This design comes from an exercise in tuning for small area on the open sky130 flow, not from production work.
The RTL was checked by simulation tests, not by an equivalence proof against the original design.
No activity file was given, so power comes from the tool's default toggle rates.

==> flow/design.v <==
module regfile_mp_aoi222 (
  input  logic a0, b0, a1, b1, a2, b2,
  output logic y
);
  assign y = ~((a0 & b0) | (a1 & b1) | (a2 & b2));
endmodule
module regfile_mp_nand4 (
  input  logic a, b, c, d,
  output logic y
);
  assign y = ~(a & b & c & d);
endmodule
module regfile_mp_or3 (
  input  logic a, b, c,
  output logic y
);
  assign y = a | b | c;
endmodule
module regfile_mp_hold (
  input  logic ws, nws, w, q,
  output logic d
);
  assign d = (ws & w) | (nws & q);
endmodule
module regfile_mp_nand2 (
  input  logic a, b,
  output logic y
);
  assign y = ~(a & b);
endmodule
module regfile_mp_inv (
  input  logic a,
  output logic y
);
  assign y = ~a;
endmodule
module regfile_mp_ao221 (
  input  logic a0, b0, a1, b1, c,
  output logic y
);
  assign y = (a0 & b0) | (a1 & b1) | c;
endmodule
module regfile_mp_and4 (
  input  logic a, b, c, d,
  output logic y
);
  assign y = a & b & c & d;
endmodule
module regfile_mp_oa21 (
  input  logic a0, a1, b,
  output logic y
);
  assign y = (a0 | a1) & b;
endmodule
module regfile_mp_rbit (
  input  logic [31:0] s,
  input  logic [31:0] d,
  output logic        y
);
  logic [9:0] n;
  logic [2:0] o;
  logic       m;
  for (genvar k = 0; k < 10; k++) begin : g_aoi
    regfile_mp_aoi222 u (
      .a0(s[3*k]),   .b0(d[3*k]),
      .a1(s[3*k+1]), .b1(d[3*k+1]),
      .a2(s[3*k+2]), .b2(d[3*k+2]),
      .y(n[k]));
  end
  regfile_mp_nand4 u_n0 (.a(n[0]), .b(n[1]), .c(n[2]), .d(n[3]), .y(o[0]));
  regfile_mp_nand4 u_n1 (.a(n[4]), .b(n[5]), .c(n[6]), .d(n[7]), .y(o[1]));
  regfile_mp_nand2 u_n2 (.a(n[8]), .b(n[9]), .y(m));
  regfile_mp_ao221 u_a2 (.a0(s[30]), .b0(d[30]), .a1(s[31]), .b1(d[31]), .c(m), .y(o[2]));
  regfile_mp_or3   u_o  (.a(o[0]), .b(o[1]), .c(o[2]), .y(y));
endmodule
module regfile_mp #(
  parameter int XLEN     = 32,
  parameter int DEPTH    = 32,
  parameter int NUM_RD   = 2,
  parameter int READ_REG = 0,
  parameter int ZERO_R0  = 1,
  parameter int AW       = (DEPTH > 1) ? $clog2(DEPTH) : 1
) (
  input  logic                   clk,
  input  logic                   rst,
  input  logic                   we,
  input  logic [AW-1:0]          waddr,
  input  logic [XLEN-1:0]        wdata,
  input  logic [NUM_RD*AW-1:0]   raddr,
  output logic [NUM_RD*XLEN-1:0] rdata,
  input  logic                   clr_req,
  output logic                   clr_busy,
  output logic                   clr_done
);
  logic       busy;
  logic [4:0] ptr;
  always_ff @(posedge clk) begin
    if (rst) begin
      busy <= 1'b0;
      ptr  <= '0;
    end else begin
      if (busy) begin
        ptr <= ptr + 1'b1;
        if (ptr == 5'd31) busy <= 1'b0;
      end else if (clr_req) begin
        busy <= 1'b1;
      end
    end
  end
  assign clr_busy = busy;
  assign clr_done = busy && (ptr == 5'd31);
  logic [3:0] wl, cl;
  logic [7:0] wh, ch;
  always_comb begin
    for (int k = 0; k < 4; k++) begin
      wl[k] = we && (waddr[1:0] == 2'(k));
      cl[k] = rst || (busy && (ptr[1:0] == 2'(k)));
    end
    for (int j = 0; j < 8; j++) begin
      wh[j] = (waddr[4:2] == 3'(j));
      ch[j] = rst || (ptr[4:2] == 3'(j));
    end
  end
  logic [31:1][31:0] mem;
  logic [31:1]       valid;   
  logic [31:1]       ws, nws;
  for (genvar r = 1; r < 32; r++) begin : g_ent
    logic [31:0] mem_d;
    logic        ncs, valid_d;
    regfile_mp_nand2 u_nws (.a(wl[r % 4]), .b(wh[r / 4]), .y(nws[r]));
    regfile_mp_inv   u_ws  (.a(nws[r]), .y(ws[r]));
    for (genvar b = 0; b < 32; b++) begin : g_bit
      regfile_mp_hold u_hold (.ws(ws[r]), .nws(nws[r]), .w(wdata[b]), .q(mem[r][b]), .d(mem_d[b]));
    end
    always_ff @(posedge clk) begin
      mem[r] <= mem_d;
    end
    regfile_mp_nand2 u_ncs   (.a(cl[r % 4]), .b(ch[r / 4]), .y(ncs));
    regfile_mp_oa21  u_valid (.a0(valid[r]), .a1(ws[r]), .b(ncs), .y(valid_d));
    always_ff @(posedge clk) begin
      valid[r] <= valid_d;
    end
  end
  logic wr_ok;
  assign wr_ok = we && (waddr != 5'd0);
  for (genvar i = 0; i < 2; i++) begin : g_rd
    logic [4:0]  ra;
    logic        byp;
    logic [3:0]  rl;
    logic [7:0]  rh;
    logic [31:0] sel;    
    assign ra  = raddr[i*5 +: 5];
    assign byp = wr_ok && (waddr == ra);
    always_comb begin
      for (int k = 0; k < 4; k++) rl[k] = (ra[1:0] == 2'(k));
      for (int j = 0; j < 8; j++) rh[j] = (ra[4:2] == 3'(j));
    end
    assign sel[0] = byp;
    for (genvar r = 1; r < 32; r++) begin : g_sel
      regfile_mp_and4 u_sel (.a(rl[r % 4]), .b(rh[r / 4]), .c(valid[r]), .d(nws[r]), .y(sel[r]));
    end
    for (genvar b = 0; b < 32; b++) begin : g_bit
      logic [31:0] dv;
      assign dv[0] = wdata[b];
      for (genvar r = 1; r < 32; r++) begin : g_dv
        assign dv[r] = mem[r][b];
      end
      regfile_mp_rbit u_rbit (.s(sel), .d(dv), .y(rdata[i*32 + b]));
    end
  end
endmodule
==> flow/flow/run.sh <==
#!/bin/bash
set -euo pipefail
export BUFFER_PORTS_ARGS="-buffer_cell sky130_fd_sc_hd__buf_1"
export CTS_ARGS="-sink_clustering_enable -repair_clock_nets -dont_use_dummy_load -buf_list {sky130_fd_sc_hd__clkbuf_4 sky130_fd_sc_hd__clkbuf_8}"
bash standard.sh > standard.log 2>&1
==> flow/standard.sh <==
#!/bin/bash
# synth_recipe.tcl (not shown) runs the flow's synth.tcl, then flattens the netlist and writes it again
# the make line also repeats each setting of config.mk as NAME=value (left out here)
make -C /OpenROAD-flow-scripts/flow DESIGN_CONFIG=/design/flow/config.mk WORK_HOME=/design/flow/orfs CLKGATE_MAP_FILE= SYNTH_SCRIPT=/design/flow/synth_recipe.tcl "${@:-finish}"
==> flow/config.mk <==
export PLATFORM = sky130hd
export DESIGN_NAME = regfile_mp
export DESIGN_NICKNAME = regfile_mp
export VERILOG_FILES = /design/flow/design.v
export SDC_FILE = /design/flow/constraint.sdc
export NUM_CORES = 4
export LEC_CHECK = 0
export CAP_MARGIN = 20
export CORE_MARGIN = 2
export CORE_UTILIZATION = 42
export GPL_TIMING_DRIVEN = 0
export SLEW_MARGIN = 20
export SYNTH_HIERARCHICAL = 1
==> flow/constraint.sdc <==
create_clock -name core_clock -period 6.0 [get_ports {clk}]
set_input_delay 1.2000 -clock core_clock [delete_from_list [all_inputs] [get_ports {clk}]]
set_output_delay 1.2000 -clock core_clock [all_outputs]
set_load 0.01 [all_outputs]
==> results.toml, run 1 <==
[clocking]
numClockSinks = 1029
cts_tree = "built"
htreeDepth = 4
clockRootBuffer = "clkbuf_8"
clk_path_buf_depth = 3
clkLatencyLatePin_ns = 0.83
numCtsBuffers = 168
clkTransAtPathRegs_ns = 0.05

[global_routing]
grtUsageMet2_pct = 53.03
antenna_found_initial = 18
grt_util_met3_pct = 11.84
busiest_layer = "met2"
grt_use_met1_pct = 48.09
grt_pass1_vias = 37190
grt_pass1_wl_um = 266700
groute.usage.overall_pct = 37.24
grt-ovfl-total = 0
grt_start_max_net_pins = 34

[route]
drc = 0
first_iter_violations = 8725
ant_nets = 0
wirelength_um = 189600
wire_per_inst_um = 38.00
first_pass_iters = 12
vias_per_cell = 7.904
vias = 39420

[finish]
final_area_mm2 = 0.04784
final.fill_count = 8240
area_growth_pct = 20.67
register_area_mm2 = 0.02060
multi_input_area_mm2 = 0.01908
nNetsFinal = 3777
fin_cells = 4988
drive_above_1_share_pct = 13.79

[power_and_ir_drop]
p_leak_uw = 0.01954
pwr_density_cell_mw_per_mm2 = 331.1
peakVddDrop_v = 0.0001664

[worst_setup_path]
crit_path_end_kind = "output pin"
critPathArrivalTime_ns = 4.88
max_stage_delay_ns = 0.70
critPathTopFamily = "simple AND/OR/NAND/NOR gates"
critical_path_class = "input port to output pin"
cp-start-kind = "input port"
cp_slowest_cell = "nand4_1"
crit_required_ns = 4.80
crit_chain = "buf_6 > nor3b_4 > nand2_4 > and4_2 > buf_16 > a222oi_1 > nand4_1 > or3_1 > buf_1"
cp_max_fo = 19
path_buf_inv = 3
reg2reg_from = "ptr[3]"
cp-startpoint = "waddr[3]"

[synth]
synth_top_area_share_pct = 51.96
synth_edf_count = 0
async_flop_share_pct = 0
syn_inst = 3281
synth_top_flop_cell = "dfxtp_1"
ys_ff_latch = 1029
synth_area_leaders = "dfxtp_1 52%, a22o_1 22%, a222oi_1 16%, nand4_1 2.1%, a221o_1 1.6%"
syn_nets = 3337
syn-cell-area_mm2 = 0.03964
yosys-top-cells-count = "1029 x dfxtp_1, 992 x a22o_1, 640 x a222oi_1, 142 x nand2_1, 131 x nand4_1"
synth_top_area_cell = "dfxtp_1"
synth-seq-area-share_pct = 51.96
yosysWarnings = 7
synth_most_common_cell = "dfxtp_1"
syn_avg_cell_area_um2 = 12.08
synth_cell_types = 34

[floorplan]
die_area_mm2 = 0.09686
start_util_pct = 42.41
ioPinCount = 117
core_area_mm2 = 0.09347
die-width_um = 311.2
rows = 112
dieHeight_um = 311.2

[sta]
clock.fmax_mhz = 164.5
maxSlewHeadroom_pct = 30.90
tightest_slew_ns = 1.034
fin_ws_ns = -0.07948
maxSlewViolCount = 0
hold_viol_final = 0
setup_viol = 2
period_needed_ns = 6.079
timing.final.crit_share_pct = 101.3
clock_skew_ns = 0.01295

[run]
max-cap-violations = 0

[placed_design]
place_inst = 4799
routabilityCongestion = 0.9049
hpwl_um = 120400
port_buffers = 104
postPlaceCellArea_mm2 = 0.04536
pre_cts_slack_ns = -0.5033

[hold_path]
hold_class = "register to register"
hold_start = "valid[4]"

[status]
status = "complete, but fails checks"
failed_checks = "negative setup slack"
[flip-flops by register name, indices dropped and copies added, names as in the netlist]
| register | cells |
|---|---|
| mem | 992 |
| busy | 1 |
| valid | 31 |
| ptr | 5 |
[layer usage]
layer	part of all wire [%]	wire [um]
met1	37	70010
met2	41	77240
met3	15	27840
met4	7.6	14370
met5	0.056	106
[metrics by stage]
| step | power (uW) | TNS (ns) | utilization (%) | hold WS (ns) |
|---|---|---|---|---|
| 4_1_cts | 15770 | 0 | 51.05 | 0.4651 |
| 2_1_floorplan | 10120 | 0 | - | 0.4353 |
| 3_5_place_dp | 10790 | -22.16 | 48.53 | 0.4522 |
| 6_report | 15840 | -0.1174 | 51.18 | 0.4692 |
| 5_1_grt | 16410 | -0.01963 | 51.16 | 0.4849 |
| 3_3_place_gp | 10620 | -259.56 | 44.51 | 0.4433 |
[logic make-up (layout without fill, tap and decap cells)]
kind of cell / after synthesis / in the layout / share of synthesized area (%)
AO/OA/AOI/OAI: 1733 / 1733 / 40.38
buffers and inverters: 50 / 488 / 0.5618
adder cells (fa/ha/maj): 5 / 5 / 0.1578
flip-flops: 1029 / 1029 / 51.96
multiplexers: 3 / 3 / 0.07575
other: 0 / 15 / 0
AND/OR/NAND/NOR: 448 / 448 / 6.574
XOR/XNOR: 13 / 13 / 0.2872
[per-module statistics from Yosys (local to each module, per instance), a selection]
module	copies in the design	cells	flip-flops and latches	area [um2]
regfile_mp_aoi222	640	1	0	10.01
regfile_mp_oa21	31	1	0	7.507
regfile_mp_inv	31	1	0	3.754
regfile_mp_and4	62	1	0	8.758
regfile_mp_ao221	64	1	0	10.01
regfile_mp_or3	64	1	0	6.256
regfile_mp_hold	992	1	0	8.758
regfile_mp_nand4	128	1	0	6.256
regfile_mp_nand2	126	1	0	3.754
regfile_mp	1	1143	1029	21340
[where the power goes]
part	switching, uW	internal [uW]
Sequential	1020	8170
Clock	2610	2460
Combinational	623	960
Total	4250	11600
[what timing repair did]
item | CTS | global route
resized for setup | 12 | 7
hold buffers | 0 | 0
endpoints found under the setup margin | 64 | 38
setup buffers | 0 | 6
pin swaps | 0 | 5
[final cells by class]
cell class	count	share of cell area, %
Multi-Input combinational cell	2202	39.89
Buffer	13	0.1752
Timing Repair Buffer	270	8.396
Antenna cell	15	0.07846
Tap cell	1254	3.280
Clock buffer	168	4.833
Inverter	37	0.2903
Sequential cell	1029	43.06
[path summary, 6_finish.rpt]
check,to,slack (ns),cells after the start
hold / removal,valid[4],0.47,1
setup reg to reg,valid[15],4.09,4
setup / recovery,rdata[21],-0.08,9
hold reg to reg,valid[4],0.47,1
[cell usage in the layout (no fill, tap or decap), types with 3 or more instances in the layout]
cell      instances
a221o_1          64
a222oi_1        640
a22o_1          992
and2_1            3
and3_1            4
and3b_1           6
and4_2           62
buf_1            72
buf_12           81
buf_16           67
buf_2            45
buf_4            13
buf_6             3
clkbuf_8        168
dfxtp_1        1029
diode_2          15
ha_1              5
inv_1             5
inv_2            31
mux2i_1           3
nand2_1         111
nand2_2          23
nand2_4           8
nand4_1         131
nor2_1           12
nor2b_1           4
nor3b_1           6
nor3b_4           3
o21a_1           31
or3_1            64
xnor2_1           9
xor2_1            4
==> run 2, diff against run 1 <==
==> flow/flow/run.sh (replaced) <==
#!/bin/bash
set -euo pipefail
export BUFFER_PORTS_ARGS="-buffer_cell sky130_fd_sc_hd__buf_1"
export DONT_USE_CELLS="sky130_fd_sc_hd__buf_12 sky130_fd_sc_hd__buf_16"
export CTS_ARGS="-sink_clustering_enable -repair_clock_nets -dont_use_dummy_load -buf_list sky130_fd_sc_hd__clkbuf_16 -sink_clustering_size 24 -sink_clustering_max_diameter 80"
bash standard.sh > standard.log 2>&1
--- a/flow/config.mk
+++ b/flow/config.mk
@@ -8,6 +8,6 @@
 export CAP_MARGIN = 20
 export CORE_MARGIN = 2
 export CORE_UTILIZATION = 42
-export GPL_TIMING_DRIVEN = 0
+export SETUP_SLACK_MARGIN = 0.2
 export SLEW_MARGIN = 20
 export SYNTH_HIERARCHICAL = 1
==> results.toml, run 2 <==
[floorplan]
dieHeight_um = 311.2
core_area_mm2 = 0.09347
die_area_mm2 = 0.09686
die-width_um = 311.2
start_util_pct = 42.41
ioPinCount = 117
rows = 112

[route]
wl_met2_um = 75430
vias_per_cell = 8.121
drc = 0
first_pass_iters = 15
dr.max_layer_used = "met5"
first_iter_violations = 9686
vias = 39320
wire_per_inst_um = 39.63
wl_met1_um = 73390
ant_nets = 0
wirelength_um = 191900
met3_length_um = 30450

[synth]
synth-seq-area-share_pct = 51.96
syn_avg_cell_area_um2 = 12.08
synth_area_leaders = "dfxtp_1 52%, a22o_1 22%, a222oi_1 16%, nand4_1 2.1%, a221o_1 1.6%"
synth_most_common_cell = "dfxtp_1"
syn-cell-area_mm2 = 0.03964
synth_cell_types = 34
ys_ff_latch = 1029
synth_top_area_cell = "dfxtp_1"
syn_inst = 3281
synth_edf_count = 0
synth_top_area_share_pct = 51.96
syn_nets = 3337
yosys-top-cells-count = "1029 x dfxtp_1, 992 x a22o_1, 640 x a222oi_1, 142 x nand2_1, 131 x nand4_1"
yosysWarnings = 7
synth_top_flop_cell = "dfxtp_1"
async_flop_share_pct = 0

[sta]
maxSlewViolCount = 0
setup_viol = 0
timing.final.crit_share_pct = 96.38
rsz0062_at_grt = "false"
tightest_slew_ns = 1.310
whs_ns = 0.4772
clock.fmax_mhz = 172.9
hold_viol_final = 0
maxSlewHeadroom_pct = 12.67
period_needed_ns = 5.783
tns_ns = 0
clock_skew_ns = 0.02196

[placed_design]
routabilityCongestion = 0.9381
hpwl_um = 112000
port_buffers = 116

[global_routing]
grt_start_max_net_pins = 34
grt_pass1_wl_um = 268400
antenna_found_initial = 19
groute.usage.overall_pct = 37.34
grt-ovfl-total = 0
grt_pass1_vias = 36150

[clocking]
clkLatencyLatePin_ns = 0.66
numCtsBuffers = 51
holdBufCountCts = 0
cts_setup_buffers = 0
cts_resized = 0
cts_tree = "built"
htreeDepth = 2
clkTransAtPathRegs_ns = 0.10
clk_path_buf_depth = 3
numClockSinks = 1029
clockRootBuffer = "clkbuf_16"

[worst_setup_path]
cp-start-kind = "input port"
crit_chain = "buf_1 > and3b_2 > nand2_1 > buf_4 > and4_1 > buf_4 > a222oi_1 > nand4_1 > or3_1 > buf_1"
cp_max_fo = 32
max_stage_delay_ns = 0.62
critPathArrivalTime_ns = 4.58
critical_path_class = "input port to output pin"
crit_required_ns = 4.80
crit_path_end_kind = "output pin"
cp_slowest_cell = "or3_1"

[finish]
final_common_cell = "dfxtp_1"
top_register = "mem"
largest_reg_flops = 992
nNetsFinal = 3639
largestRegisters = "mem (992), valid (31), ptr (5)"
area_growth_pct = 11.37
final_cell_mix = "1029 x dfxtp_1, 992 x a22o_1, 640 x a222oi_1, 141 x buf_4, 131 x nand4_1"
final.fill_count = 8550
drive_above_1_share_pct = 8.154

[hold_path]
hold_class = "register to register"

[run]
max-cap-violations = 0

[power_and_ir_drop]
peakVddDrop_v = 0.0002179
pwr_density_cell_mw_per_mm2 = 329.1
p_leak_uw = 0.01795

[status]
status = "no timing/DRC/antenna violations"
==> run 2: per-layer routing <==
metal / track usage, % / vias up
met1: 51.33 / 19330
met2: 50.87 / 3610
met5: 0 / -
li1: - / 15760
met3: 12.21 / 605
met4: 21.27 / 10
==> run 2: layout make-up <==
cell class,instances,area [um2],area share (%)
tap,1254,1569,3.554
antenna,6,15.01,0.03401
inverter,37,138.9,0.3146
timing repair buffer,262,1634,3.701
multi-input combinational,2202,18920,42.85
sequential,1029,20600,46.66
clock buffer,51,1276,2.890
==> run 2: worst max-delay path, delay by kind of cell <==
family                 cells  cell delay (ns)
buffers and inverters      4             0.97
AOI/OAI and AO/OA          1             0.41
and+or+nand+nor            5             1.98
==> run 2: path summary, 6_finish.rpt <==
check            start  slack (ns)   endpoint  cells after the start
min reg2reg  valid[24]        0.48  valid[24]                      1
min          valid[24]        0.48  valid[24]                      1
max           waddr[1]        0.22   rdata[3]                     10
max reg2reg     ptr[3]        4.17  valid[12]                      4
==> run 2: through the flow <==
stage / util, % / instance area [um2] / instances / worst slack [ns] / total power [uW]
3_3_place_gp: 45.83 / 42830 / 4783 / 0.3049 / 10710
6_report: 47.24 / 44150 / 4841 / 0.2170 / 14530
2_1_floorplan: - / 39640 / 3281 / 0.2559 / 10120
5_1_grt: 47.23 / 44140 / 4837 / 0.2418 / 15020
4_1_cts: 47.19 / 44110 / 4834 / 0.2998 / 14450
3_5_place_dp: 45.83 / 42830 / 4783 / 0.3178 / 10780
==> run 2: power breakdown <==
part | total (uW) | internal [uW] | switching (uW)
clock network | 3790 | 1520 | 2270
registers | 9210 | 8150 | 1060
logic | 1540 | 908 | 627
==> run 2: logic make-up (layout without fill, tap and decap cells) <==
kind of cell	count (synthesis)	in the layout	share of synthesized area [%]
AOI/OAI and AO/OA	1733	1733	40.38
DFF	1029	1029	51.96
and+or+nand+nor	448	448	6.574
buffers and inverters	50	350	0.5618
xor gates and xnor gates	13	13	0.2872
adders and majority gates	5	5	0.1578
muxes	3	3	0.07575
other	0	6	0
==> run 2: Yosys stat by module (local to each module, per instance), a selection <==
module,cells inside,flops+latches
regfile_mp,1143,1029
regfile_mp_aoi222,1,0
regfile_mp_ao221,1,0
regfile_mp_oa21,1,0
regfile_mp_and4,1,0
regfile_mp_nand4,1,0
regfile_mp_inv,1,0
regfile_mp_or3,1,0
regfile_mp_nand2,1,0
regfile_mp_hold,1,0
==> run 3, diff against run 2 <==
==> flow/flow/run.sh (replaced) <==
#!/bin/bash
set -euo pipefail
export BUFFER_PORTS_ARGS="-buffer_cell sky130_fd_sc_hd__buf_1"
export DONT_USE_CELLS="sky130_fd_sc_hd__buf_12 sky130_fd_sc_hd__buf_16"
export CTS_ARGS="-sink_clustering_enable -repair_clock_nets -dont_use_dummy_load -buf_list sky130_fd_sc_hd__clkbuf_16 -sink_clustering_size 20 -sink_clustering_max_diameter 70"
bash standard.sh > standard.log 2>&1
--- a/flow/config.mk
+++ b/flow/config.mk
@@ -8,6 +8,6 @@
 export CAP_MARGIN = 20
 export CORE_MARGIN = 2
 export CORE_UTILIZATION = 42
-export SETUP_SLACK_MARGIN = 0.2
+export SETUP_SLACK_MARGIN = 0.35
 export SLEW_MARGIN = 20
 export SYNTH_HIERARCHICAL = 1
==> results.toml, run 3 <==
[status]
status = "no timing/DRC/antenna violations"

[global_routing]
grt_start_max_net_pins = 34
grtUsageMet2_pct = 50.44
grt-ovfl-total = 0
antenna_found_initial = 26
grt_pass1_vias = 36390
grt_use_met1_pct = 51.02
grt_pass1_wl_um = 269500
grt_util_met3_pct = 12.96
groute.usage.overall_pct = 37.46
busiest_layer = "met1"

[worst_setup_path]
cpMostUsedCell = "buf_1"
path_buf_inv = 2
crit_required_ns = 4.80
crit_chain = "buf_1 > nor3b_1 > and4_2 > a222oi_1 > nand4_1 > or3_1 > buf_1"
critPathTopFamily = "simple AND/OR/NAND/NOR gates"
critical_path_class = "input port to output pin"
crit_path_end_kind = "output pin"
max_stage_delay_ns = 1.19
critPathArrivalTime_ns = 4.54
cp_max_fo = 32
cp_slowest_cell = "and4_2"
cp-start-kind = "input port"

[clocking]
clkTransAtPathRegs_ns = 0.08
numCtsBuffers = 60
clk_path_buf_depth = 3
htreeDepth = 2
cts_tree = "built"
numClockSinks = 1029
holdBufCountCts = 0
clkLatencyLatePin_ns = 0.70
clockRootBuffer = "clkbuf_16"

[route]
first_pass_iters = 14
wirelength_um = 192100
first_iter_violations = 8983
drc = 0
vias_per_cell = 8.101
vias = 39320
wire_per_inst_um = 39.58
ant_nets = 0

[floorplan]
start_util_pct = 42.41
die-width_um = 311.2
core_area_mm2 = 0.09347
ioPinCount = 117
dieHeight_um = 311.2
rows = 112
die_area_mm2 = 0.09686

[synth]
yosysWarnings = 7
syn_nets = 3337
synth_area_leaders = "dfxtp_1 52%, a22o_1 22%, a222oi_1 16%, nand4_1 2.1%, a221o_1 1.6%"
syn_avg_cell_area_um2 = 12.08
synth-seq-area-share_pct = 51.96
synth_top_flop_cell = "dfxtp_1"
syn_inst = 3281
synth_top_area_share_pct = 51.96
yosys-top-cells-count = "1029 x dfxtp_1, 992 x a22o_1, 640 x a222oi_1, 142 x nand2_1, 131 x nand4_1"
async_flop_share_pct = 0
synth_most_common_cell = "dfxtp_1"
ys_ff_latch = 1029
synth_cell_types = 34
synth_top_area_cell = "dfxtp_1"
synth_edf_count = 0
syn-cell-area_mm2 = 0.03964

[power_and_ir_drop]
switching_share_pct = 27.08
peakVddDrop_v = 0.0002274
combPwrFrac_pct = 10.4
p_clk_share_pct = 27.6
design_power_total_uw = 14850
p_sw_uw = 4020
p_seq_share_pct = 62.0
internal_power_uw = 10830
p_leak_uw = 0.01808
pwr_density_cell_mw_per_mm2 = 334.3

[sta]
maxSlewHeadroom_pct = 15.70
setup_viol = 0
tightest_slew_ns = 1.265
clock.fmax_mhz = 174.1
rsz0062_at_grt = "true"
hold_viol_final = 0
fin_ws_ns = 0.2570
clock_skew_ns = 0.08101
tns_ns = 0
timing.final.crit_share_pct = 95.72
maxSlewViolCount = 0
period_needed_ns = 5.743

[finish]
final_cell_mix = "1029 x dfxtp_1, 992 x a22o_1, 640 x a222oi_1, 142 x buf_4, 131 x nand4_1"
final_common_cell = "dfxtp_1"
final.fill_count = 8544
nNetsFinal = 3650
area_growth_pct = 12.01
largestRegisters = "mem (992), valid (31), ptr (5)"
top_register = "mem"
drive_above_1_share_pct = 8.519
largest_reg_flops = 992

[placed_design]
port_buffers = 116
hpwl_um = 112000
routabilityCongestion = 0.9381
pre_cts_slack_ns = 0.3178

[run]
max-cap-violations = 0

[hold_path]
hold_class = "register to register"
## run 3: cell counts after synthesis
Identical to the previous run, type by type.
## run 3: metrics by stage
stage,utilization [%],hold WS [ns],cell area [um2],cells
2_1_floorplan,-,0.4353,39640,3281
3_3_place_gp,45.83,0.4421,42830,4783
3_5_place_dp,45.83,0.4535,42830,4783
4_1_cts,47.44,0.4737,44340,4843
5_1_grt,47.50,0.4919,44400,4851
6_report,47.51,0.4759,44400,4854
## run 3: cell type report
cell class | count | area [um2] | area share, %
well taps | 1254 | 1569 | 3.533
flip-flops and latches | 1029 | 20600 | 46.39
repair buffers | 264 | 1647 | 3.708
inverters | 37 | 138.9 | 0.3128
diodes | 8 | 20.02 | 0.04508
multi-input cells | 2202 | 18930 | 42.63
clock buffers | 60 | 1501 | 3.381
## run 3: modules after synthesis (local to each module, per instance), excerpt
| module | times used | area, um2 |
|---|---|---|
| regfile_mp | 1 | 21340 |
| regfile_mp_and4 | 62 | 8.758 |
| regfile_mp_ao221 | 64 | 10.01 |
| regfile_mp_aoi222 | 640 | 10.01 |
| regfile_mp_hold | 992 | 8.758 |
| regfile_mp_inv | 31 | 3.754 |
| regfile_mp_nand2 | 126 | 3.754 |
| regfile_mp_nand4 | 128 | 6.256 |
| regfile_mp_oa21 | 31 | 7.507 |
| regfile_mp_or3 | 64 | 6.256 |
## run 3: path summary, 6_finish.rpt
| kind | start | to | slack (ns) | cells after the start |
|---|---|---|---|---|
| worst min register to register | valid[29] | valid[29] | 0.48 | 1 |
| worst min-delay path | valid[29] | valid[29] | 0.48 | 1 |
| worst max-delay path | raddr[9] | rdata[39] | 0.26 | 7 |
| worst max register to register | ptr[2] | valid[12] | 4.09 | 4 |
## run 3: repair_timing
action / in CTS / in global routing
pin swaps: 0 / 6
endpoints found under the setup margin: 7 / 37
gates resized for setup: 2 / 7
buffers inserted: 0 / 3
## run 3: cell families after synthesis
kind of cell	after synthesis	share of synthesized area, %
buffers and inverters	50	0.5618
flip-flops	1029	51.96
multiplexers	3	0.07575
AND/OR/NAND/NOR	448	6.574
XOR/XNOR	13	0.2872
adder cells (fa/ha/maj)	5	0.1578
AO/OA/AOI/OAI	1733	40.38
## run 3: power by group through the flow
stage	registers [uW]	clock network [uW]	logic, uW
after global placement	9270	0	1440
after floorplan	9010	0	1110
after detailed placement	9270	0	1510
after CTS	9150	4120	1500
final	9200	4100	1540
after global routing	9350	4340	1660
## run 3: layer usage
metal / vias up / part of all wire, %
li1: 15800 / -
met1: 19330 / 38
met2: 3573 / 39
met3: 608 / 16
met4: 18 / 6.9
met5: - / 0.066
==> run 4, diff against run 3 <==
--- a/flow/design.v
+++ b/flow/design.v
@@ -17,10 +17,10 @@
   assign y = a | b | c;
 endmodule
 module regfile_mp_hold (
-  input  logic ws, nws, w, q,
+  input  logic ws, hs, w, q,
   output logic d
 );
-  assign d = (ws & w) | (nws & q);
+  assign d = (ws & w) | (hs & q);
 endmodule
 module regfile_mp_nand2 (
   input  logic a, b,
@@ -40,17 +40,17 @@
 );
   assign y = (a0 & b0) | (a1 & b1) | c;
 endmodule
-module regfile_mp_and4 (
-  input  logic a, b, c, d,
+module regfile_mp_and3 (
+  input  logic a, b, c,
   output logic y
 );
-  assign y = a & b & c & d;
+  assign y = a & b & c;
 endmodule
-module regfile_mp_oa21 (
-  input  logic a0, a1, b,
+module regfile_mp_and2 (
+  input  logic a, b,
   output logic y
 );
-  assign y = (a0 | a1) & b;
+  assign y = a & b;
 endmodule
 module regfile_mp_rbit (
   input  logic [31:0] s,
@@ -122,23 +122,19 @@
     end
   end
   logic [31:1][31:0] mem;
-  logic [31:1]       valid;   
-  logic [31:1]       ws, nws;
+  logic [31:1]       nws;    
   for (genvar r = 1; r < 32; r++) begin : g_ent
     logic [31:0] mem_d;
-    logic        ncs, valid_d;
+    logic        ncl, ws, hs;
     regfile_mp_nand2 u_nws (.a(wl[r % 4]), .b(wh[r / 4]), .y(nws[r]));
-    regfile_mp_inv   u_ws  (.a(nws[r]), .y(ws[r]));
+    regfile_mp_nand2 u_ncl (.a(cl[r % 4]), .b(ch[r / 4]), .y(ncl));
+    regfile_mp_and3  u_ws  (.a(wl[r % 4]), .b(wh[r / 4]), .c(ncl), .y(ws));
+    regfile_mp_and2  u_hs  (.a(nws[r]), .b(ncl), .y(hs));
     for (genvar b = 0; b < 32; b++) begin : g_bit
-      regfile_mp_hold u_hold (.ws(ws[r]), .nws(nws[r]), .w(wdata[b]), .q(mem[r][b]), .d(mem_d[b]));
+      regfile_mp_hold u_hold (.ws(ws), .hs(hs), .w(wdata[b]), .q(mem[r][b]), .d(mem_d[b]));
     end
     always_ff @(posedge clk) begin
       mem[r] <= mem_d;
-    end
-    regfile_mp_nand2 u_ncs   (.a(cl[r % 4]), .b(ch[r / 4]), .y(ncs));
-    regfile_mp_oa21  u_valid (.a0(valid[r]), .a1(ws[r]), .b(ncs), .y(valid_d));
-    always_ff @(posedge clk) begin
-      valid[r] <= valid_d;
     end
   end
   logic wr_ok;
@@ -157,7 +153,7 @@
     end
     assign sel[0] = byp;
     for (genvar r = 1; r < 32; r++) begin : g_sel
-      regfile_mp_and4 u_sel (.a(rl[r % 4]), .b(rh[r / 4]), .c(valid[r]), .d(nws[r]), .y(sel[r]));
+      regfile_mp_and3 u_sel (.a(rl[r % 4]), .b(rh[r / 4]), .c(nws[r]), .y(sel[r]));
     end
     for (genvar b = 0; b < 32; b++) begin : g_bit
       logic [31:0] dv;
==> flow/flow/run.sh (replaced) <==
#!/bin/bash
set -euo pipefail
export BUFFER_PORTS_ARGS="-buffer_cell sky130_fd_sc_hd__buf_1"
export DONT_USE_CELLS="sky130_fd_sc_hd__buf_12 sky130_fd_sc_hd__buf_16"
export CTS_ARGS="-sink_clustering_enable -repair_clock_nets -dont_use_dummy_load -buf_list sky130_fd_sc_hd__clkbuf_16 -sink_clustering_size 24 -sink_clustering_max_diameter 80"
bash standard.sh > standard.log 2>&1
--- a/flow/config.mk
+++ b/flow/config.mk
@@ -8,6 +8,6 @@
 export CAP_MARGIN = 20
 export CORE_MARGIN = 2
 export CORE_UTILIZATION = 42
-export SETUP_SLACK_MARGIN = 0.35
+export SETUP_SLACK_MARGIN = 0.2
 export SLEW_MARGIN = 20
 export SYNTH_HIERARCHICAL = 1
==> results.toml, run 4 <==
[worst_setup_path]
crit_required_ns = 4.80
path_buf_inv = 3
cp_max_fo = 32
critical_path_class = "input port to output pin"
crit_path_end_kind = "output pin"
crit_chain = "buf_1 > nor3b_1 > buf_4 > nand2_1 > and3_2 > a222oi_1 > nand4_1 > or3_1 > buf_1"
cp-start-kind = "input port"
cp_slowest_cell = "a222oi_1"
critPathArrivalTime_ns = 4.64
max_stage_delay_ns = 0.92
critPathTopFamily = "simple AND/OR/NAND/NOR gates"
cpMostUsedCell = "buf_1"

[sta]
tns_ns = 0
clock_skew_ns = 0.08810
setup_viol = 0
tightest_slew_ns = 1.343
hold_viol_final = 0
rsz0062_at_grt = "true"
clock.fmax_mhz = 171.3
maxSlewHeadroom_pct = 10.44
whs_ns = 0.4994
timing.final.crit_share_pct = 97.28
maxSlewViolCount = 0
period_needed_ns = 5.837

[synth]
yosys-top-cells-count = "998 x dfxtp_1, 992 x a22o_1, 640 x a222oi_1, 142 x nand2_1, 131 x nand4_1"
syn_nets = 3306
syn_avg_cell_area_um2 = 11.97
syn-cell-area_mm2 = 0.03891
muxShareOfSynthArea_pct = 0.07718
yosysWarnings = 7
synth_cell_types = 32
synth_top_area_cell = "dfxtp_1"
synth_top_family_by_area = "compound AO/OA/AOI/OAI gates"
synth_compound_area_share_pct = 40.55
synth_top_area_share_pct = 51.35
synth_fa_ha_area_share_pct = 0.1608
syn_inst = 3250
synth_area_leaders = "dfxtp_1 51%, a22o_1 22%, a222oi_1 16%, nand4_1 2.1%, a221o_1 1.6%"
yosys.area_share.simple_pct = 7.297
synth_most_common_cell = "dfxtp_1"
synth-seq-area-share_pct = 51.35
synth_edf_count = 0
ys_ff_latch = 998
synth_top_flop_cell = "dfxtp_1"
synthXorXnorAreaFrac_pct = 0.2926
async_flop_share_pct = 0

[clocking]
cts_tree = "built"
holdBufCountCts = 0
htreeDepth = 2
clkLatencyLatePin_ns = 0.69
clkTransAtPathRegs_ns = 0.05
numClockSinks = 998
clockRootBuffer = "clkbuf_16"
numCtsBuffers = 51
clk_path_buf_depth = 3

[global_routing]
grt_pass1_wl_um = 275100
groute.usage.overall_pct = 39.22
antenna_found_initial = 11
grt_pass1_vias = 39170
grt-ovfl-total = 0
grt_start_max_net_pins = 34

[finish]
drive_above_1_share_pct = 7.803
multi_input_area_mm2 = 0.01895
area_growth_pct = 11.27
nNetsFinal = 3595
largest_reg_flops = 992
final_common_cell = "dfxtp_1"
final.fill_count = 8230
final_cell_mix = "998 x dfxtp_1, 992 x a22o_1, 640 x a222oi_1, 142 x nand2_1, 132 x buf_4"
fin_cells = 4786
largestRegisters = "mem (992), ptr (5), busy (1)"
register_area_mm2 = 0.01998
top_register = "mem"

[route]
first_iter_violations = 9570
drc = 0
vias_per_cell = 8.408
wire_per_inst_um = 40.82
vias = 40240
first_pass_iters = 13
wirelength_um = 195400
ant_nets = 0

[floorplan]
die-width_um = 308.4
core_area_mm2 = 0.09180
die_area_mm2 = 0.09509
rows = 111
ioPinCount = 117
start_util_pct = 42.38
dieHeight_um = 308.4

[status]
status = "no timing/DRC/antenna violations"

[power_and_ir_drop]
p_leak_uw = 0.01608
pwr_density_cell_mw_per_mm2 = 266.4
peakVddDrop_v = 0.0002176
design_power_total_uw = 11530

[placed_design]
port_buffers = 116
hpwl_um = 109200
routabilityCongestion = 0.9155
place_inst = 4728

[hold_path]
hold_class = "register to register"

[run]
max-cap-violations = 0
run 4: stage by stage:
step / setup slack, ns / utilization, % / cell area [um2]
6_report: 0.1635 / 47.16 / 43290
5_1_grt: 0.1744 / 47.14 / 43280
3_3_place_gp: 0.4520 / 45.66 / 41920
3_5_place_dp: 0.3871 / 45.66 / 41920
4_1_cts: 0.3756 / 47.05 / 43190
2_1_floorplan: 0.2443 / - / 38910
run 4: cells by family after synthesis:
family,Yosys count
simple gates,510
xor+xnor,13
fa+ha+maj,5
mux,3
compound gates,1702
flops,998
buf+inv,19
run 4: where the power goes:
part	internal [uW]	switching [uW]
logic	205	727
registers	6750	111
clock network	1510	2220
run 4: worst paths after layout:
path            start         to  slack [ns]  cells after the start
min          mem[689]   mem[689]        0.50                      1
max reg2reg    ptr[0]   mem[359]        3.31                      7
max          waddr[4]  rdata[32]        0.16                      9
min reg2reg  mem[689]   mem[689]        0.50                      1
run 4: per-module statistics from Yosys, one instance, submodules excluded, excerpt:
module,flops+latches,area [um2],cells inside
regfile_mp_or3,0,6.256,1
regfile_mp_ao221,0,10.01,1
regfile_mp_hold,0,8.758,1
regfile_mp_aoi222,0,10.01,1
regfile_mp_and3,0,6.256,1
regfile_mp,998,20720,1112
regfile_mp_nand2,0,3.754,1
regfile_mp_and2,0,6.256,1
regfile_mp_nand4,0,6.256,1
run 4: repair_timing:
action                     4_1_cts  5_1_grt
resized for setup                0        8
setup endpoints to repair        0        8
hold endpoints to repair         0        0
setup buffers                    0        0
run 4: routing by layer:
metal | share of wire [%] | GRT usage [%] | routed length (um)
met1 | 35 | 49.48 | 69350
met5 | 0.053 | 0.2584 | 104
met3 | 16 | 14.05 | 31250
met4 | 9.1 | 29.17 | 17740
met2 | 39 | 54.59 | 76920
run 4: final cells by class:
class / count / area share (%)
flip-flops and latches: 998 / 46.15
multi-input cells: 2233 / 43.77
well taps: 1243 / 3.592
repair buffers: 249 / 3.456
clock buffers: 51 / 2.948
inverters: 6 / 0.05202
diodes: 6 / 0.03468
run 4: worst register-to-register path, stage by stage, from the launching register on:
cell and delay (ns):
dfxtp_1 0.43, inv_1 0.10, ha_1 0.20, nand2_1 0.06, nand2_1 0.26, nand2_1 0.20, and3_2 1.08, a22o_1 0.30
==> run 5, diff against run 4 <==
==> flow/config.mk (replaced) <==
export PLATFORM = sky130hd
export DESIGN_NAME = regfile_mp
export DESIGN_NICKNAME = regfile_mp
export VERILOG_FILES = /design/flow/design.v
export SDC_FILE = /design/flow/constraint.sdc
export NUM_CORES = 4
export LEC_CHECK = 0
export CAP_MARGIN = 10
export CORE_MARGIN = 2
export CORE_UTILIZATION = 42
export SETUP_SLACK_MARGIN = 0.15
export SLEW_MARGIN = 10
export SYNTH_HIERARCHICAL = 1
==> results.toml, run 5 <==
[global_routing]
grt_pass1_vias = 39170
groute.usage.overall_pct = 39.22
grt-ovfl-total = 0
antenna_found_initial = 12
grt_pass1_wl_um = 275100
grt_start_max_net_pins = 34

[route]
first_pass_iters = 14
first_iter_violations = 9476
ant_nets = 0
wirelength_um = 195600
vias_per_cell = 8.381
vias = 40100
wire_per_inst_um = 40.87
drc = 0

[synth]
yosysWarnings = 7
synth_top_flop_cell = "dfxtp_1"
synth_area_leaders = "dfxtp_1 51%, a22o_1 22%, a222oi_1 16%, nand4_1 2.1%, a221o_1 1.6%"
syn_avg_cell_area_um2 = 11.97
synth_most_common_cell = "dfxtp_1"
syn-cell-area_mm2 = 0.03891
synth_top_area_cell = "dfxtp_1"
synth-seq-area-share_pct = 51.35
async_flop_share_pct = 0
ys_ff_latch = 998
syn_nets = 3306
synth_top_area_share_pct = 51.35
syn_inst = 3250
synth_cell_types = 32
yosys-top-cells-count = "998 x dfxtp_1, 992 x a22o_1, 640 x a222oi_1, 142 x nand2_1, 131 x nand4_1"
synth_edf_count = 0

[power_and_ir_drop]
p_clk_share_pct = 32.4
pwr_density_cell_mw_per_mm2 = 266.9
p_seq_share_pct = 59.5
peakVddDrop_v = 0.0002157
switching_share_pct = 26.57
p_leak_uw = 0.01608
combPwrFrac_pct = 8.1
internal_power_uw = 8471
p_sw_uw = 3065

[hold_path]
hold_class = "register to register"
hold_start = "mem[605]"
hold_path_end = "mem[605]"
whs_path_depth = 1

[clocking]
cts_tree = "built"
holdBufCountCts = 0
numCtsBuffers = 51
htreeDepth = 2
cts_setup_buffers = 0
clk_path_buf_depth = 3
numClockSinks = 998
clkLatencyLatePin_ns = 0.69
clockRootBuffer = "clkbuf_16"
clkTransAtPathRegs_ns = 0.09

[finish]
largestRegisters = "mem (992), ptr (5), busy (1)"
largest_reg_flops = 992
drive_above_1_share_pct = 7.636
area_growth_pct = 11.07
final_common_cell = "dfxtp_1"
top_register = "mem"
nNetsFinal = 3594
final_cell_mix = "998 x dfxtp_1, 992 x a22o_1, 640 x a222oi_1, 142 x nand2_1, 132 x buf_4"
utilization_pct = 47.07

[worst_setup_path]
crit_required_ns = 4.80
cp-start-kind = "input port"
worstRegToRegCells = 7
critPathArrivalTime_ns = 4.57
critical_path_class = "input port to output pin"
reg2reg_from = "ptr[0]"
r2r_end = "mem[423]"
rrSetupSlack_ns = 3.31
crit_path_end_kind = "output pin"
cp_max_fo = 32

[placed_design]
pre_cts_slack_ns = 0.3871
routabilityCongestion = 0.9155
port_buffers = 116
hpwl_um = 109200

[floorplan]
die_area_mm2 = 0.09509
die-width_um = 308.4
dieHeight_um = 308.4
rows = 111
core_area_mm2 = 0.09180
start_util_pct = 42.38
ioPinCount = 117

[run]
max-cap-violations = 0

[sta]
fin_ws_ns = 0.2271
rsz0062_at_grt = "true"
setup_viol = 0
clock.fmax_mhz = 173.2
timing.final.crit_share_pct = 96.22
tns_ns = 0
hold_viol_final = 0
whs_ns = 0.5035
tightest_slew_ns = 1.440
maxSlewViolCount = 0
maxSlewHeadroom_pct = 3.980
period_needed_ns = 5.773
clock_skew_ns = 0.08892

[status]
status = "no timing/DRC/antenna violations"
[run 5: cell count changes in the layout (fill, tap and decap cells not counted)]
cell	delta
and2_2	+2
and3_2	+9
buf_1	+2
clkbuf_2	-2
and2_4	-2
nor2_2	-1
buf_16	-1
or3_1	+1
nor2_1	+1
or3_4	-1
nor3b_1	+1
nor3b_2	-1
and3_4	-9
[run 5: cells by family (layout without fill, tap and decap cells)]
logic type               Yosys count  count (layout)  synth area share (%)
buffers and inverters             19             305                0.2733
multiplexers                       3               3               0.07718
flip-flops                       998             998                 51.35
AND/OR/NAND/NOR                  510             510                 7.297
other                              0               6                     0
AO/OA/AOI/OAI                   1702            1702                 40.55
XOR/XNOR                          13              13                0.2926
adder cells (fa/ha/maj)            5               5                0.1608
[run 5: Yosys stat by module (local to each module, per instance), excerpt]
module	copies in the design	cells inside	flip-flops and latches
regfile_mp_nand4	128	1	0
regfile_mp_ao221	64	1	0
regfile_mp_aoi222	640	1	0
regfile_mp	1	1112	998
regfile_mp_and2	31	1	0
regfile_mp_or3	64	1	0
regfile_mp_and3	93	1	0
regfile_mp_nand2	126	1	0
[run 5: area by class of cell]
type / count / area, um2
repair buffers: 248 / 1466
multi-input cells: 2233 / 18900
inverters: 6 / 22.52
well taps: 1243 / 1555
clock buffers: 51 / 1276
fillers: 8237 / 48590
flip-flops and latches: 998 / 19980
diodes: 6 / 15.01
[run 5: metrics by stage]
step	power (uW)	instance area, um2	std cells
floorplan	7342	38910	3250
global placement	7846	41920	4728
detailed placement	7877	41920	4728
CTS	11450	43190	4779
global route	11760	43200	4780
finish	11540	43220	4785
[run 5: power by group through the flow]
stage	combinational [uW]	clock, uW	sequential (uW)
final	930	3740	6860
after global routing	925	3950	6880
after CTS	868	3730	6860
after detailed placement	868	0	7010
after global placement	848	0	7000
after floorplan	362	0	6980
[run 5: worst max-delay path by stage]
| stage | from | endpoint | slack (ns) | depth (start not counted) |
|---|---|---|---|---|
| 2_1_floorplan | waddr[4] | rdata[0] | 0.24 | 7 |
| 3_3_place_gp | waddr[4] | rdata[32] | 0.45 | 9 |
| 3_5_place_dp | waddr[4] | rdata[0] | 0.39 | 9 |
| 4_1_cts | waddr[4] | rdata[0] | 0.38 | 9 |
| 5_1_grt | waddr[4] | rdata[28] | 0.17 | 10 |
| 6_report | waddr[4] | rdata[44] | 0.23 | 9 |
[run 5: critical path: stages]
cell and delay [ns]:
buf_1 0.39, nor3b_1 0.31, buf_4 0.20, nand2_1 0.08, and3_2 0.65, a222oi_1 0.90
nand4_1 0.24, or3_1 0.43, buf_1 0.14
[run 5: what timing repair did]
action,4_1_cts,5_1_grt
gates resized for setup,0,3
endpoints found under the hold margin,0,0
setup endpoints to repair,0,5
[run 5: per-layer routing]
metal	vias to the layer above	GRT usage (%)	wire length [um]	share of wire [%]
met5	-	0.2584	108	0.055
met1	19510	49.48	69730	36
met3	956	14.05	31140	16
li1	15600	-	-	-
met2	4026	54.59	77470	40
met4	16	29.17	17130	8.8
==> run 6, diff against run 5 <==
==> flow/flow/run.sh (replaced) <==
#!/bin/bash
set -euo pipefail
export BUFFER_PORTS_ARGS="-buffer_cell sky130_fd_sc_hd__buf_1"
export DONT_USE_CELLS="sky130_fd_sc_hd__buf_12 sky130_fd_sc_hd__buf_16"
export CTS_ARGS="-sink_clustering_enable -repair_clock_nets -dont_use_dummy_load -buf_list sky130_fd_sc_hd__clkbuf_16 -sink_clustering_size 26 -sink_clustering_max_diameter 90"
bash standard.sh > standard.log 2>&1
--- a/flow/config.mk
+++ b/flow/config.mk
@@ -8,6 +8,6 @@
 export CAP_MARGIN = 10
 export CORE_MARGIN = 2
 export CORE_UTILIZATION = 42
-export SETUP_SLACK_MARGIN = 0.15
+export SETUP_SLACK_MARGIN = 0.1
 export SLEW_MARGIN = 10
 export SYNTH_HIERARCHICAL = 1
==> results.toml, run 6 <==
[status]
status = "no timing/DRC/antenna violations"

[placed_design]
routabilityCongestion = 0.9155
pre_cts_slack_ns = 0.3871
hpwl_um = 109200
port_buffers = 116

[global_routing]
antenna_found_initial = 13
grt-ovfl-total = 0
groute.usage.overall_pct = 39.18
grt_pass1_vias = 39210
grt_pass1_wl_um = 275100
grt_start_max_net_pins = 34

[worst_setup_path]
rrSetupSlack_ns = 3.29
max_stage_delay_ns = 0.65
crit_path_end_kind = "output pin"
critPathArrivalTime_ns = 4.61
cp_max_fo = 32
crit_required_ns = 4.80
crit_chain = "buf_1 > and3b_1 > nand2_1 > and3_1 > buf_4 > a222oi_1 > nand4_1 > or3_1 > buf_1"
cp_slowest_cell = "nand4_1"
cpMostUsedCell = "buf_1"
critical_path_class = "input port to output pin"
cp-start-kind = "input port"

[sta]
period_needed_ns = 5.814
clock.fmax_mhz = 172.0
timing.final.crit_share_pct = 96.90
fin_ws_ns = 0.1860
hold_viol_final = 0
maxSlewHeadroom_pct = 4.723
tightest_slew_ns = 1.429
tns_ns = 0
clock_skew_ns = 0.04596
setup_viol = 0
maxSlewViolCount = 0
rsz0062_at_grt = "false"

[synth]
syn_avg_cell_area_um2 = 11.97
syn_inst = 3250
synth_top_area_cell = "dfxtp_1"
syn-cell-area_mm2 = 0.03891
synth_cell_types = 32
synth_top_flop_cell = "dfxtp_1"
yosysWarnings = 7
async_flop_share_pct = 0
synth_top_area_share_pct = 51.35
syn_nets = 3306
ys_ff_latch = 998
synth_most_common_cell = "dfxtp_1"
synth_edf_count = 0
yosys-top-cells-count = "998 x dfxtp_1, 992 x a22o_1, 640 x a222oi_1, 142 x nand2_1, 131 x nand4_1"
synth-seq-area-share_pct = 51.35
synth_area_leaders = "dfxtp_1 51%, a22o_1 22%, a222oi_1 16%, nand4_1 2.1%, a221o_1 1.6%"

[route]
first_pass_iters = 15
ant_nets = 0
first_iter_violations = 9536
vias_per_cell = 8.376
wirelength_um = 195300
drc = 0
wire_per_inst_um = 40.86
vias = 40040

[finish]
drive_above_1_share_pct = 7.503
multi_input_area_mm2 = 0.01890
final.fill_count = 8236
register_area_mm2 = 0.01998
final_common_cell = "dfxtp_1"
largestRegisters = "mem (992), ptr (5), busy (1)"
nNetsFinal = 3590
utilization_pct = 46.96
top_register = "mem"
area_growth_pct = 10.80
final_cell_mix = "998 x dfxtp_1, 992 x a22o_1, 640 x a222oi_1, 142 x nand2_1, 132 x buf_4"
largest_reg_flops = 992

[clocking]
cts_tree = "built"
numClockSinks = 998
clockRootBuffer = "clkbuf_16"
holdBufCountCts = 0
clkTransAtPathRegs_ns = 0.03
htreeDepth = 2
clkLatencyLatePin_ns = 0.63
clk_path_buf_depth = 3
numCtsBuffers = 47
cts_setup_buffers = 0

[floorplan]
die-width_um = 308.4
rows = 111
die_area_mm2 = 0.09509
ioPinCount = 117
core_area_mm2 = 0.09180
start_util_pct = 42.38
dieHeight_um = 308.4

[power_and_ir_drop]
pwr_density_cell_mw_per_mm2 = 264.1
peakVddDrop_v = 0.0002776
p_leak_uw = 0.01603

[hold_path]
hold_class = "register to register"

[run]
max-cap-violations = 0
-- run 6: changes by cell type in the layout (fill, tap and decap cells not counted), sizes merged --
| cell | delta |
|---|---|
| diode | -1 |
| clkbuf | -4 |
-- run 6: what timing repair did --
action                                  4_1_cts  5_1_grt
endpoints found under the setup margin        0        3
hold endpoints to repair                      0        0
resized for setup                             0        1
-- run 6: path summary, 6_finish.rpt --
path | cells past startpoint | startpoint | to
hold / removal | 1 | mem[965] | mem[965]
setup / recovery | 9 | waddr[1] | rdata[28]
hold reg to reg | 1 | mem[965] | mem[965]
setup reg to reg | 7 | ptr[0] | mem[358]
-- run 6: cell type report --
cell class / instances / area share (%)
clock buffer: 47 / 2.728
multi-input combinational: 2233 / 43.83
antenna: 5 / 0.02903
timing repair buffer: 248 / 3.402
tap: 1243 / 3.608
sequential: 998 / 46.35
inverter: 6 / 0.05225
-- run 6: worst max-delay path, delay by kind of cell --
kind | cells | cell delay (ns)
AO/OA/AOI/OAI | 1 | 0.46
AND/OR/NAND/NOR | 5 | 2.16
buffers and inverters | 3 | 0.77
-- run 6: power by group --
group          total [uW]  leakage [uW]  internal (uW)  switching (uW)
Combinational         932       0.00739            203             729
Clock                3590      0.000579           1400            2180
Sequential           6870       0.00806           6750             111
Total               11400        0.0160           8360            3020
-- run 6: Yosys stat by module, one instance, submodules excluded, excerpt --
module            copies in the design  area [um2]
regfile_mp_or3                      64       6.256
regfile_mp_ao221                    64       10.01
regfile_mp_and3                     93       6.256
regfile_mp_nand2                   126       3.754
regfile_mp_hold                    992       8.758
regfile_mp                           1       20720
-- run 6: layer usage --
metal,vias to the layer above,share of wire [%],global-route usage (%)
met3,893,16,14.29
met5,-,0.056,0
met1,19490,35,49.36
li1,15590,-,-
met4,16,8.8,28.75
met2,4043,40,54.63
-- run 6: logic make-up (layout without fill, tap and decap cells) --
logic type                 count (synthesis)  after routing  share of synthesized area [%]
adders and majority gates                  5              5                         0.1608
buffers and inverters                     19            301                         0.2733
and+or+nand+nor                          510            510                          7.297
AOI/OAI and AO/OA                       1702           1702                          40.55
other                                      0              5                              0
xor gates and xnor gates                  13             13                         0.2926
muxes                                      3              3                        0.07718
DFF                                      998            998                          51.35
-- run 6: per-stage QoR --
stage / instances / hold slack (ns) / total power [uW] / area (um2)
floorplan: 3250 / 0.4599 / 7342 / 38910
global placement: 4728 / 0.4723 / 7846 / 41920
detailed placement: 4728 / 0.4765 / 7877 / 41920
CTS: 4775 / 0.4980 / 11310 / 43090
global route: 4776 / 0.5171 / 11600 / 43100
finish: 4780 / 0.5029 / 11380 / 43110
==> run 7, diff against run 6 <==
--- a/flow/config.mk
+++ b/flow/config.mk
@@ -5,9 +5,9 @@
 export SDC_FILE = /design/flow/constraint.sdc
 export NUM_CORES = 4
 export LEC_CHECK = 0
-export CAP_MARGIN = 10
+export CAP_MARGIN = 20
 export CORE_MARGIN = 2
 export CORE_UTILIZATION = 42
 export SETUP_SLACK_MARGIN = 0.1
-export SLEW_MARGIN = 10
+export SLEW_MARGIN = 20
 export SYNTH_HIERARCHICAL = 1
==> results.toml, run 7 <==
[status]
status = "no timing/DRC/antenna violations"

[clocking]
numClockSinks = 998
clkLatencyLatePin_ns = 0.63
clockRootBuffer = "clkbuf_16"
holdBufCountCts = 0
cts_resized = 0
numCtsBuffers = 47
clkTransAtPathRegs_ns = 0.08
cts_tree = "built"
cts_setup_buffers = 0
htreeDepth = 2
clk_path_buf_depth = 3

[global_routing]
grt_pass1_vias = 39210
antenna_found_initial = 13
grt-ovfl-total = 0
grt_pass1_wl_um = 275100
groute.usage.overall_pct = 39.18
grt_start_max_net_pins = 34

[finish]
fin_cells = 4783
top_register = "mem"
final_cell_mix = "998 x dfxtp_1, 992 x a22o_1, 640 x a222oi_1, 142 x nand2_1, 132 x buf_4"
largest_reg_flops = 992
final_common_cell = "dfxtp_1"
largestRegisters = "mem (992), ptr (5), busy (1)"
area_growth_pct = 11.02
drive_above_1_share_pct = 7.555
utilization_pct = 47.05
nNetsFinal = 3592

[power_and_ir_drop]
pwr_density_cell_mw_per_mm2 = 263.6
p_leak_uw = 0.01604
peakVddDrop_v = 0.0002750

[synth]
synth_top_flop_cell = "dfxtp_1"
syn-cell-area_mm2 = 0.03891
synth_top_area_cell = "dfxtp_1"
syn_avg_cell_area_um2 = 11.97
async_flop_share_pct = 0
synth_cell_types = 32
synth_area_leaders = "dfxtp_1 51%, a22o_1 22%, a222oi_1 16%, nand4_1 2.1%, a221o_1 1.6%"
synth-seq-area-share_pct = 51.35
yosys-top-cells-count = "998 x dfxtp_1, 992 x a22o_1, 640 x a222oi_1, 142 x nand2_1, 131 x nand4_1"
yosysWarnings = 7
syn_nets = 3306
ys_ff_latch = 998
synth_most_common_cell = "dfxtp_1"
syn_inst = 3250
synth_edf_count = 0
synth_top_area_share_pct = 51.35

[sta]
tightest_slew_ns = 1.329
period_needed_ns = 5.808
clock.fmax_mhz = 172.2
fin_ws_ns = 0.1919
tns_ns = 0
maxSlewViolCount = 0
maxSlewHeadroom_pct = 11.40
clock_skew_ns = 0.04705
hold_viol_final = 0
setup_viol = 0
rsz0062_at_grt = "false"
timing.final.crit_share_pct = 96.80

[floorplan]
ioPinCount = 117
rows = 111
die_area_mm2 = 0.09509
dieHeight_um = 308.4
die-width_um = 308.4
core_area_mm2 = 0.09180
start_util_pct = 42.38

[worst_setup_path]
rrSetupSlack_ns = 3.32
r2r_end = "mem[389]"
cp-startpoint = "waddr[4]"
critical_path_class = "input port to output pin"
reg2reg_from = "ptr[1]"
cp-endpoint = "rdata[0]"
worstRegToRegCells = 7
cp_max_fo = 32
crit_required_ns = 4.80
cp-start-kind = "input port"
critPathArrivalTime_ns = 4.61
crit_path_end_kind = "output pin"

[route]
wirelength_um = 195100
first_pass_iters = 13
ant_nets = 0
vias = 40220
first_iter_violations = 9452
wire_per_inst_um = 40.80
vias_per_cell = 8.408
drc = 0

[placed_design]
pre_cts_slack_ns = 0.3871
port_buffers = 116
hpwl_um = 109200
routabilityCongestion = 0.9155
place_inst = 4728

[run]
max-cap-violations = 0

[hold_path]
hold_class = "register to register"
## run 7: routing by layer
metal	global-route usage (%)	part of all wire, %	wire, um	vias up
li1	-	-	-	15580
met4	28.75	8.7	16990	18
met3	14.29	16	31320	917
met5	0	0.067	130	-
met1	49.36	36	69410	19610
met2	54.63	40	77280	4084
## run 7: worst min path at each step
stage,startpoint,to,slack (ns),cells past startpoint
floorplan,mem[160],mem[160],0.46,1
global placement,mem[179],mem[179],0.47,1
detailed placement,mem[681],mem[681],0.48,1
CTS,mem[965],mem[965],0.50,1
global route,mem[347],mem[347],0.52,1
finish,mem[605],mem[605],0.50,1
## run 7: cells by family after synthesis
logic type               after synthesis  synth area share, %
adder cells (fa/ha/maj)                5               0.1608
XOR/XNOR                              13               0.2926
AO/OA/AOI/OAI                       1702                40.55
flip-flops                           998                51.35
AND/OR/NAND/NOR                      510                7.297
multiplexers                           3              0.07718
buffers and inverters                 19               0.2733
## run 7: cell type report
type	count	area, um2
diodes	6	15.01
clock buffers	47	1176
fillers	8220	48610
inverters	6	22.52
multi-input cells	2233	18930
flip-flops and latches	998	19980
well taps	1243	1555
repair buffers	250	1521
## run 7: worst max-delay path: stages
cell and delay [ns]:
buf_1 0.39, nor3b_1 0.32, buf_4 0.20, nand2_1 0.08, and3_2 0.69, a222oi_1 0.84, nand4_1 0.24, or3_1 0.46
buf_1 0.16
## run 7: where the power goes
group          internal, uW  total [uW]  switching, uW
logic                   206         936            730
clock network          1410        3580           2180
registers              6750        6860            110
## run 7: stage by stage
stage / power, uW / hold WS (ns) / cell area [um2]
finish: 11390 / 0.5001 / 43200
global route: 11610 / 0.5171 / 43180
CTS: 11310 / 0.4980 / 43090
detailed placement: 7877 / 0.4765 / 41920
global placement: 7846 / 0.4723 / 41920
floorplan: 7342 / 0.4599 / 38910
## run 7: per-module statistics from Yosys, one instance, submodules excluded, a selection
module | cells | flops+latches | cell area, um2
regfile_mp_and2 | 1 | 0 | 6.256
regfile_mp_nand4 | 1 | 0 | 6.256
regfile_mp | 1112 | 998 | 20720
regfile_mp_aoi222 | 1 | 0 | 10.01
regfile_mp_hold | 1 | 0 | 8.758
regfile_mp_and3 | 1 | 0 | 6.256
regfile_mp_nand2 | 1 | 0 | 3.754
regfile_mp_ao221 | 1 | 0 | 10.01
regfile_mp_or3 | 1 | 0 | 6.256

==> what the ideal ports hide <==
No port has a modelled driver above. Below, the same layouts with a new extraction and two added sets of constraints.
Step 1: set_driving_cell puts a clkbuf_16 on clk and a buf_2 on each other input, an assumption about the parent block.
Step 2, shift: input delay + t, output delay - t, t = (earliest + latest rising clock arrival at the registers) / 2. This alone moves slack from input paths to output paths.
a / b / c = no drivers / after step 1 / after step 2; a / b = the first two.
run	t (ns)	setup slack, ns	hold WS [ns]	pins driven straight from the clock port
run 1	0.887	-0.079 / -0.207 / -0.207	0.469 / 0.469 / 0.469	1
run 2	0.711	0.217 / 0.094 / 0.094	0.477 / 0.477 / 0.477	1
run 3	0.731	0.257 / 0.147 / 0.147	0.476 / 0.476 / 0.476	1
run 4	0.716	0.163 / 0.141 / 0.141	0.499 / 0.499 / 0.499	1
run 5	0.715	0.227 / 0.205 / 0.205	0.503 / 0.503 / 0.503	1
run 6	0.697	0.186 / 0.161 / 0.161	0.503 / 0.503 / 0.503	1
run 7	0.693	0.192 / 0.170 / 0.170	0.500 / 0.500 / 0.500	1
The setup slack of run 1, which loses most, moves by -0.128 ns with the drivers and by -0.128 ns with both steps.
